What follows belongs to an exercise in optimizing a design on an open flow for small area, a short achievable clock period and few clock cycles per item; a production flow would make more cautious choices. Function was checked by simulation only, so behaviour that the tests miss may differ from the original. No activity file was given, so power comes from the tool's default toggle rates.

File: flow/run.sh
#!/bin/bash
# synth_recipe.tcl (not shown) runs the flow's synth.tcl, then flattens the netlist and writes it again
# the make line also repeats each setting of config.mk as NAME=value (left out here)
make -C /OpenROAD-flow-scripts/flow DESIGN_CONFIG=/design/flow/config.mk WORK_HOME=/design/flow/orfs CLKGATE_MAP_FILE= SYNTH_SCRIPT=/design/flow/synth_recipe.tcl finish
File: flow/config.mk
export PLATFORM = sky130hd
export DESIGN_NAME = byte_stream_find_replace
export DESIGN_NICKNAME = byte_stream_find_replace
export VERILOG_FILES = /design/flow/design.v
export SDC_FILE = /design/flow/constraint.sdc
export NUM_CORES = 4
export LEC_CHECK = 0
export CAP_MARGIN = 20
export CORE_MARGIN = 2
export CORE_UTILIZATION = 40
export SLEW_MARGIN = 20
File: flow/constraint.sdc
create_clock -name core_clock -period 6.5 [get_ports {clk}]
set_input_delay 1.3000 -clock core_clock [delete_from_list [all_inputs] [get_ports {clk}]]
set_output_delay 1.3000 -clock core_clock [all_outputs]
set_load 0.01 [all_outputs]
File: flow/design.v
`default_nettype none
package bsfr_pkg;
  localparam int SLOTS = 16;
  localparam int LEN_W = 5;
  localparam int IDX_W = 4;
  localparam int QDEPTH = 4;
  localparam int QPTR_W = 2;
  localparam int QCNT_W = 3;
  typedef struct packed {
    logic [8*SLOTS-1:0] payload;
    logic [LEN_W-1:0]   count;
    logic               last;
  } cmd_t;
endpackage
`default_nettype wire
`default_nettype none
module bsfr_front #(
  parameter int MAX_PATTERN     = 16,
  parameter int MAX_REPLACEMENT = 16
) (
  input  wire logic                clk,
  input  wire logic                rst_n,
  input  wire logic                cfg_we,
  input  wire logic [2:0]          cfg_index,
  input  wire logic [63:0]         cfg_wdata,
  input  wire logic                in_tvalid,
  output logic                     in_tready,
  input  wire logic [7:0]          in_data,
  input  wire logic                in_last,
  input  wire logic                q_full,
  output logic                     q_push,
  output bsfr_pkg::cmd_t           q_cmd
);
  localparam int WIN = (MAX_PATTERN < bsfr_pkg::SLOTS) ? MAX_PATTERN : bsfr_pkg::SLOTS;
  localparam int REP = (MAX_REPLACEMENT < bsfr_pkg::SLOTS) ? MAX_REPLACEMENT
                                                           : bsfr_pkg::SLOTS;
  localparam int IW = $clog2(WIN);
  localparam int FW = $clog2(WIN + 1);
  localparam logic [4:0] WIN_LEN = 5'(WIN);
  localparam logic [4:0] REP_LEN = 5'(REP);
  localparam logic [2:0] REG_PATTERN_LENGTH     = 3'd0;
  localparam logic [2:0] REG_PATTERN_LOW        = 3'd1;
  localparam logic [2:0] REG_PATTERN_HIGH       = 3'd2;
  localparam logic [2:0] REG_REPLACEMENT_LENGTH = 3'd3;
  localparam logic [2:0] REG_REPLACEMENT_LOW    = 3'd4;
  localparam logic [2:0] REG_REPLACEMENT_HIGH   = 3'd5;
  logic [4:0]    pat_len_r;
  logic [63:0]   pat_lo_r;
  logic [63:0]   pat_hi_r;
  logic [4:0]    rep_len_r;
  logic [63:0]   rep_lo_r;
  logic [63:0]   rep_hi_r;
  logic [FW-1:0] fill_r;
  logic [FW-1:0] fill_nxt;
  logic [7:0]    win_r   [WIN];
  logic [7:0]    win_nxt [WIN];
  logic [7:0]    wn      [WIN];
  logic [4:0]    plen;
  logic [4:0]    rlen;
  logic [4:0]    fill5;
  logic [4:0]    slot5;
  logic [4:0]    slot_plus;
  logic [IW-1:0] slot;
  logic [127:0]  pat_all;
  logic [127:0]  rep_all;
  logic          full;
  logic          match;
  logic          in_acc;
  assign in_tready = !q_full;
  assign in_acc    = in_tvalid && in_tready;
  assign pat_all   = {pat_hi_r, pat_lo_r};
  assign rep_all   = {rep_hi_r, rep_lo_r};
  always_comb begin
    plen      = (pat_len_r > WIN_LEN) ? WIN_LEN : pat_len_r;
    rlen      = (rep_len_r > REP_LEN) ? REP_LEN : rep_len_r;
    fill5     = 5'(fill_r);
    slot5     = (fill5 >= plen) ? 5'd0 : fill5;
    slot      = slot5[IW-1:0];
    slot_plus = slot5 + 5'd1;
    full      = (slot_plus == plen);
  end
  always_comb begin
    match = 1'b1;
    for (int i = 0; i < WIN; i++) begin
      wn[i] = (slot == IW'(i)) ? in_data : win_r[i];
      if ((5'(i) < plen) && (wn[i] != pat_all[8*i +: 8])) begin
        match = 1'b0;
      end
    end
  end
  always_comb begin
    for (int i = 0; i < WIN; i++) begin
      win_nxt[i] = wn[i];
    end
    fill_nxt      = fill_r;
    q_push        = 1'b0;
    q_cmd         = '0;
    q_cmd.last    = in_last;
    for (int i = 0; i < WIN; i++) begin
      q_cmd.payload[8*i +: 8] = wn[i];
    end
    if (plen == 5'd0) begin
      q_cmd.count = 5'd1;
      q_push      = 1'b1;
      fill_nxt    = '0;
    end else if (full && match) begin
      q_cmd.payload = rep_all;
      q_cmd.count   = rlen;
      q_push        = in_last || (rlen != 5'd0);
      fill_nxt      = '0;
    end else if (full) begin
      q_push = 1'b1;
      if (in_last) begin
        q_cmd.count = plen;
        fill_nxt    = '0;
      end else begin
        q_cmd.count = 5'd1;
        fill_nxt    = FW'(plen - 5'd1);
        for (int i = 0; i < WIN - 1; i++) begin
          win_nxt[i] = wn[i+1];
        end
      end
    end else if (in_last) begin
      q_cmd.count = slot_plus;
      q_push      = 1'b1;
      fill_nxt    = '0;
    end else begin
      fill_nxt = FW'(slot_plus);
    end
    q_push = q_push && in_acc;
  end
  always_ff @(posedge clk) begin
    if (!rst_n) begin
      pat_len_r <= '0;
      pat_lo_r  <= '0;
      pat_hi_r  <= '0;
      rep_len_r <= '0;
      rep_lo_r  <= '0;
      rep_hi_r  <= '0;
      fill_r    <= '0;
    end else begin
      if (cfg_we && (cfg_index == REG_PATTERN_LENGTH)) begin
        fill_r <= '0;
      end else if (in_acc) begin
        fill_r <= fill_nxt;
      end
      if (cfg_we) begin
        unique case (cfg_index)
          REG_PATTERN_LENGTH:     pat_len_r <= cfg_wdata[4:0];
          REG_PATTERN_LOW:        pat_lo_r  <= cfg_wdata;
          REG_PATTERN_HIGH:       pat_hi_r  <= cfg_wdata;
          REG_REPLACEMENT_LENGTH: rep_len_r <= cfg_wdata[4:0];
          REG_REPLACEMENT_LOW:    rep_lo_r  <= cfg_wdata;
          REG_REPLACEMENT_HIGH:   rep_hi_r  <= cfg_wdata;
          default: begin
          end
        endcase
      end
    end
  end
  always_ff @(posedge clk) begin
    if (in_acc && (plen != 5'd0)) begin
      for (int i = 0; i < WIN; i++) begin
        win_r[i] <= win_nxt[i];
      end
    end
  end
endmodule
`default_nettype wire
`default_nettype none
module bsfr_queue (
  input  wire logic            clk,
  input  wire logic            rst_n,
  input  wire logic            push,
  input  wire bsfr_pkg::cmd_t  push_cmd,
  input  wire logic            pop,
  output bsfr_pkg::cmd_t       head,
  output logic                 empty,
  output logic                 full
);
  logic [8*bsfr_pkg::SLOTS+bsfr_pkg::LEN_W:0] mem_r [bsfr_pkg::QDEPTH];
  logic [bsfr_pkg::QPTR_W-1:0]      wr_ptr_r;
  logic [bsfr_pkg::QPTR_W-1:0]      rd_ptr_r;
  logic [bsfr_pkg::QCNT_W-1:0]      cnt_r;
  logic                             do_push;
  logic                             do_pop;
  assign empty   = (cnt_r == '0);
  assign full    = (cnt_r == bsfr_pkg::QCNT_W'(bsfr_pkg::QDEPTH));
  assign do_push = push && !full;
  assign do_pop  = pop && !empty;
  assign head    = mem_r[rd_ptr_r];
  always_ff @(posedge clk) begin
    if (!rst_n) begin
      wr_ptr_r <= '0;
      rd_ptr_r <= '0;
      cnt_r    <= '0;
    end else begin
      if (do_push) begin
        wr_ptr_r <= wr_ptr_r + 1'b1;
      end
      if (do_pop) begin
        rd_ptr_r <= rd_ptr_r + 1'b1;
      end
      if (do_push && !do_pop) begin
        cnt_r <= cnt_r + 1'b1;
      end else if (do_pop && !do_push) begin
        cnt_r <= cnt_r - 1'b1;
      end
    end
  end
  always_ff @(posedge clk) begin
    if (do_push) begin
      mem_r[wr_ptr_r] <= push_cmd;
    end
  end
endmodule
`default_nettype wire
`default_nettype none
module bsfr_back (
  input  wire logic            clk,
  input  wire logic            rst_n,
  input  wire bsfr_pkg::cmd_t  head,
  input  wire logic            empty,
  output logic                 pop,
  output logic                 out_tvalid,
  input  wire logic            out_tready,
  output logic [7:0]           out_byte,
  output logic                 out_present,
  output logic                 out_last
);
  logic [bsfr_pkg::IDX_W-1:0] idx_r;
  logic                       valid_r;
  logic [7:0]                 byte_r;
  logic                       present_r;
  logic                       last_r;
  logic                       load;
  logic                       take;
  logic                       bare;
  logic                       final_byte;
  assign out_tvalid  = valid_r;
  assign out_byte    = byte_r;
  assign out_present = present_r;
  assign out_last    = last_r;
  assign load       = !valid_r || out_tready;
  assign take       = load && !empty;
  assign bare       = (head.count == '0);
  assign final_byte = bare || ((5'(idx_r) + 5'd1) == head.count);
  assign pop        = take && final_byte;
  always_ff @(posedge clk) begin
    if (!rst_n) begin
      valid_r <= 1'b0;
      idx_r   <= '0;
    end else if (load) begin
      valid_r <= !empty;
      if (take) begin
        idx_r <= final_byte ? '0 : idx_r + 1'b1;
      end
    end
  end
  always_ff @(posedge clk) begin
    if (take) begin
      byte_r    <= bare ? 8'd0 : head.payload[8*idx_r +: 8];
      present_r <= !bare;
      last_r    <= head.last && final_byte;
    end
  end
endmodule
`default_nettype wire
`default_nettype none
module byte_stream_find_replace #(
  parameter int MAX_PATTERN     = 16,
  parameter int MAX_REPLACEMENT = 16
) (
  input  wire logic        clk,
  input  wire logic        rst_n,
  input  wire logic        cfg_we,
  input  wire logic [2:0]  cfg_index,
  input  wire logic [63:0] cfg_wdata,
  input  wire logic        in_tvalid,
  output logic             in_tready,
  input  wire logic [7:0]  in_tdata,    
  input  wire logic        in_tlast,    
  output logic             out_tvalid,
  input  wire logic        out_tready,
  output logic [7:0]       out_tdata,   
  output logic             out_tuser,   
  output logic             out_tlast    
);
  bsfr_pkg::cmd_t push_cmd;
  bsfr_pkg::cmd_t head;
  logic           push;
  logic           pop;
  logic           q_empty;
  logic           q_full;
  bsfr_front #(
    .MAX_PATTERN     (MAX_PATTERN),
    .MAX_REPLACEMENT (MAX_REPLACEMENT)
  ) u_front (
    .clk       (clk),
    .rst_n     (rst_n),
    .cfg_we    (cfg_we),
    .cfg_index (cfg_index),
    .cfg_wdata (cfg_wdata),
    .in_tvalid (in_tvalid),
    .in_tready (in_tready),
    .in_data   (in_tdata),
    .in_last   (in_tlast),
    .q_full    (q_full),
    .q_push    (push),
    .q_cmd     (push_cmd)
  );
  bsfr_queue u_queue (
    .clk      (clk),
    .rst_n    (rst_n),
    .push     (push),
    .push_cmd (push_cmd),
    .pop      (pop),
    .head     (head),
    .empty    (q_empty),
    .full     (q_full)
  );
  bsfr_back u_back (
    .clk         (clk),
    .rst_n       (rst_n),
    .head        (head),
    .empty       (q_empty),
    .pop         (pop),
    .out_tvalid  (out_tvalid),
    .out_tready  (out_tready),
    .out_byte    (out_tdata),
    .out_present (out_tuser),
    .out_last    (out_tlast)
  );
endmodule
`default_nettype wire
==> run summary <==
status=complete, no violations; Max clock buf depth=3; ys async rst share=0; Cell Chain, Critical Path=clkinv_1 > nand2_1 > inv_1 > ha_1 > nor2b_4 > o21ai_2 > a21oi_2 > nand2_1 > inv_1 > ha_1 > nand2_1 > a2bb2oi_2 > buf_4 > mux2i_1 > o22ai_1 > nor4_1 > nand3_1 > a2111oi_4 > nand3_2 > or2_4 > buf_12 > mux2i_1; DRC violations left=0; Antenna Nets Post-Route=0; Req. time, crit path=just under 7 ns; Leak=approximately 16 nW; crit path buf inv count=5; CP Launch Type=register; DR WL met3=12.5 mm; total gr overflow=0; share of the synthesized area in the top cell type=0.453; CP peak stage delay=0.59 ns; most frequent cells after synthesis=674 x edfxtp_1, 595 x nand2_1, 285 x dfxtp_1, 258 x a21boi_0, 175 x clkbuf_1; share of cells above drive strength 1=0.186; Sink Count=~960; EDFF count, synth=674; Arr. time, crit path=6.64 ns; largest net degree at the start of global routing=between 100 and 150; Max Fclk=160 MHz; worst min path class=reg2reg; CTS Buf Count=99; HPWL Detailed=96.5 mm; top sig layer=met5; final setup fails=0; Tmin final=about 6.3 ns; area leader, netlist=edfxtp_1; Layout area overhead=14.2%; area occupied by multi-input gates=between 0.015 and 0.02 mm^2; maximum fanout along the worst path=64; Most used DFF post-synth=edfxtp_1; total core area=between 0.1 and 0.15 mm^2; Filler cells=9827; Clock Latency Late Sink=between 0.6 and 0.7 ns; metal1 wirelength=63.4 mm; per-cell routed wire length=between 20 and 30 um; post-synth cell types=84; vias after detailed routing=30400; Syn Inst Count=3493; Vias/cell=about 6; crit path capture type=register; first-pass GRT wire length=207 mm; GRT Overall Usage=0.246; Final Hold Fails=0; Iter 0 DRT Violations=3872; Worst Skew=0.0295 ns; Initial Util=0.404; Critical Path Most Common Cell=nand2_1; PD cells=298 mW/mm^2; Ys Warns=6; WHS=between 0.4 and 0.5 ns; mapped cell area=between 0.04 and 0.05 mm^2; final wirelength=144 mm; Die ar.=0.114 mm^2; Ports=93; max_cap viols=0; Chip Height=around 340 um; Post-CTS Setup Inserts=0; GP Congestion=slightly above 0.9; Slew @ Worst Pin=1.14 ns; register area share after synthesis=0.581; antenna violations before repair=13; Max VDD drop=0.194 mV; critical path type=reg2reg; Die X=338 um; final setup TNS=0 ns; unrepaired setup endpoints after global routing=false; Clock Pin Slew Worst Setup and Hold Paths=0.06 ns; Slew Limit Headroom=0.235; fin nets=3671; Synth Net Count=3590; count leader, synth=edfxtp_1; Root Buffer Master=clkbuf_16; wire length on met2=between 60 and 70 mm; CP top delay family=simple AND/OR/NAND/NOR gates; Final period util=0.964; FP Rows=122; number of global-route vias before repair=28600; Synth area leaders=edfxtp_1 45%, dfxtp_1 13%, mux4_2 8.8%, nand2_1 5.0%, a21boi_0 4.3%; Slew Limit Fails=0; Avg Cell Area, Syn=between 10 and 15 um^2; Port-buffer cells=92; Max H-tree Level=3; slowest CP cell=mux2i_1; TritonRoute pass-1 iters=6; TritonCTS clock tree=done; synthesized flop and latch total=~960; Seq. cell area=0.0260 mm^2
-- stage by stage --
step / instance area [um^2] / worst slack, ns / util / total power [mW] / std cells
after global placement: 47800 / 0.362 / 0.432 / 9.80 / 4960
after CTS: 50900 / 0.255 / 0.460 / 15.4 / 5145
after floorplan: 44700 / 0.0883 / - / 8.77 / 3493
after global routing: 51000 / 0.00735 / 0.461 / 15.7 / 5146
after detailed placement: 47800 / 0.319 / 0.432 / 9.82 / 4960
final: 51000 / 0.233 / 0.461 / 15.2 / 5149
-- per-layer routing --
metal / vias up / track usage
met2: 1458 / 0.364
met3: 244 / 0.0404
met5: - / 0
li1: 13300 / -
met1: 15400 / 0.364
met4: 6 / 0.0860
-- tightest hold or removal path, cell delays in order (launching register included) --
cell and delay [ns]:
dfxtp_1 0.30, nand2_1 0.04, a21boi_0 0.06
-- path summary, 6_finish.rpt --
path | startpoint | endpoint | cells after the start | slack (ns)
worst min register to register | u_front.rep_lo_r[20] | u_front.rep_lo_r[20] | 2 | 0.46
worst max-delay path | u_front.pat_len_r[4] | u_queue.mem_r[3][78] | 22 | 0.23
worst max register to register | u_front.pat_len_r[4] | u_queue.mem_r[3][78] | 22 | 0.23
worst min-delay path | u_front.rep_lo_r[20] | u_front.rep_lo_r[20] | 2 | 0.46
-- kinds of logic (layout without fill, tap and decap cells) --
group	after synthesis	in the layout	synth area share
other	0	3	0
adders and majority gates	16	16	0.00465
buffers and inverters	368	533	0.0343
and+or+nand+nor	991	991	0.102
xor gates and xnor gates	96	96	0.0188
muxes	397	397	0.143
AOI/OAI and AO/OA	666	666	0.117
DFF	959	959	0.581
-- flip-flops by register name, indices dropped and copies added (netlist names), 4 cells and up, named ones only --
signal             cells
u_front.pat_hi_r      64
u_front.fill_r         5
u_back.idx_r           4
u_front.rep_len_r      5
u_front.rep_hi_r      64
u_back.byte_r          8
u_front.pat_len_r      5
u_front.rep_lo_r      64
u_queue.mem_r        536
u_front.win_r        128
u_front.pat_lo_r      64
-- cell type report --
class | instances | area share
clock buffers | 142 | 0.0562
inverters | 113 | 0.00832
multi-input cells | 2166 | 0.339
clock inverters | 43 | 0.00599
well taps | 1488 | 0.0365
diodes | 3 | 0.000147
repair buffers | 235 | 0.0451
flip-flops and latches | 959 | 0.509
-- cells in the final DEF (no fill, tap or decap), drive strengths merged, types with 14 or more instances in the layout --
master	synthesis	routed
clkinv	4	41
o221ai	16	16
clkbuf	175	142
nor4	15	15
nand3b	16	16
a21oi	81	81
nor2	54	54
nor3	64	64
xnor2	53	53
buf	80	152
clkdlybuf4s50	0	83
nor2b	38	38
or3	101	101
inv	109	112
a21boi	259	259
xor2	43	43
nand4	17	17
edfxtp	674	674
o21ai	55	55
dfxtp	285	285
mux2i	129	129
o221a	111	111
mux4	174	174
nand2	595	595
nand2b	23	23
mux2	94	94
and2	14	14
ha	15	15
nand3	25	25
o22ai	48	48
-- where the power goes --
part	internal, mW	leakage, nW	switching, mW
sequential	7.06	8.24	0.223
clock	3.15	1.57	2.42
combinational	1.03	6.19	1.33
-- what timing repair did --
item | 4_1_cts | 5_1_grt
gates resized for setup | 0 | 3
hold buffers | 0 | 0
setup endpoints to repair | 0 | 273
Testbench counts, summed over its fixed seeds: cycles 94,848, items 28,800.

[static timing again, ports no longer ideal]
Ports are ideal in the flow. The routed layout listed here was re-timed in OpenROAD. Step 1 assumes that a clkbuf_16 drives the clock port and a buf_2 every other input. Step 2 also shifts input and output timing later by t, the mid clock arrival at the registers, as if the neighbouring blocks saw the same clock. Three values: no drivers, after step 1, after step 2; two values: the first two.
t, ns: 0.742
slack for setup (ns): 0.233 / 0.233 / 0.233
clock arrival spread, ns: 0.029 / 0.030
After both steps setup and hold are still met in this run. The setup slack of this run moves by 0.000 ns with the drivers and by 0.000 ns with both steps.
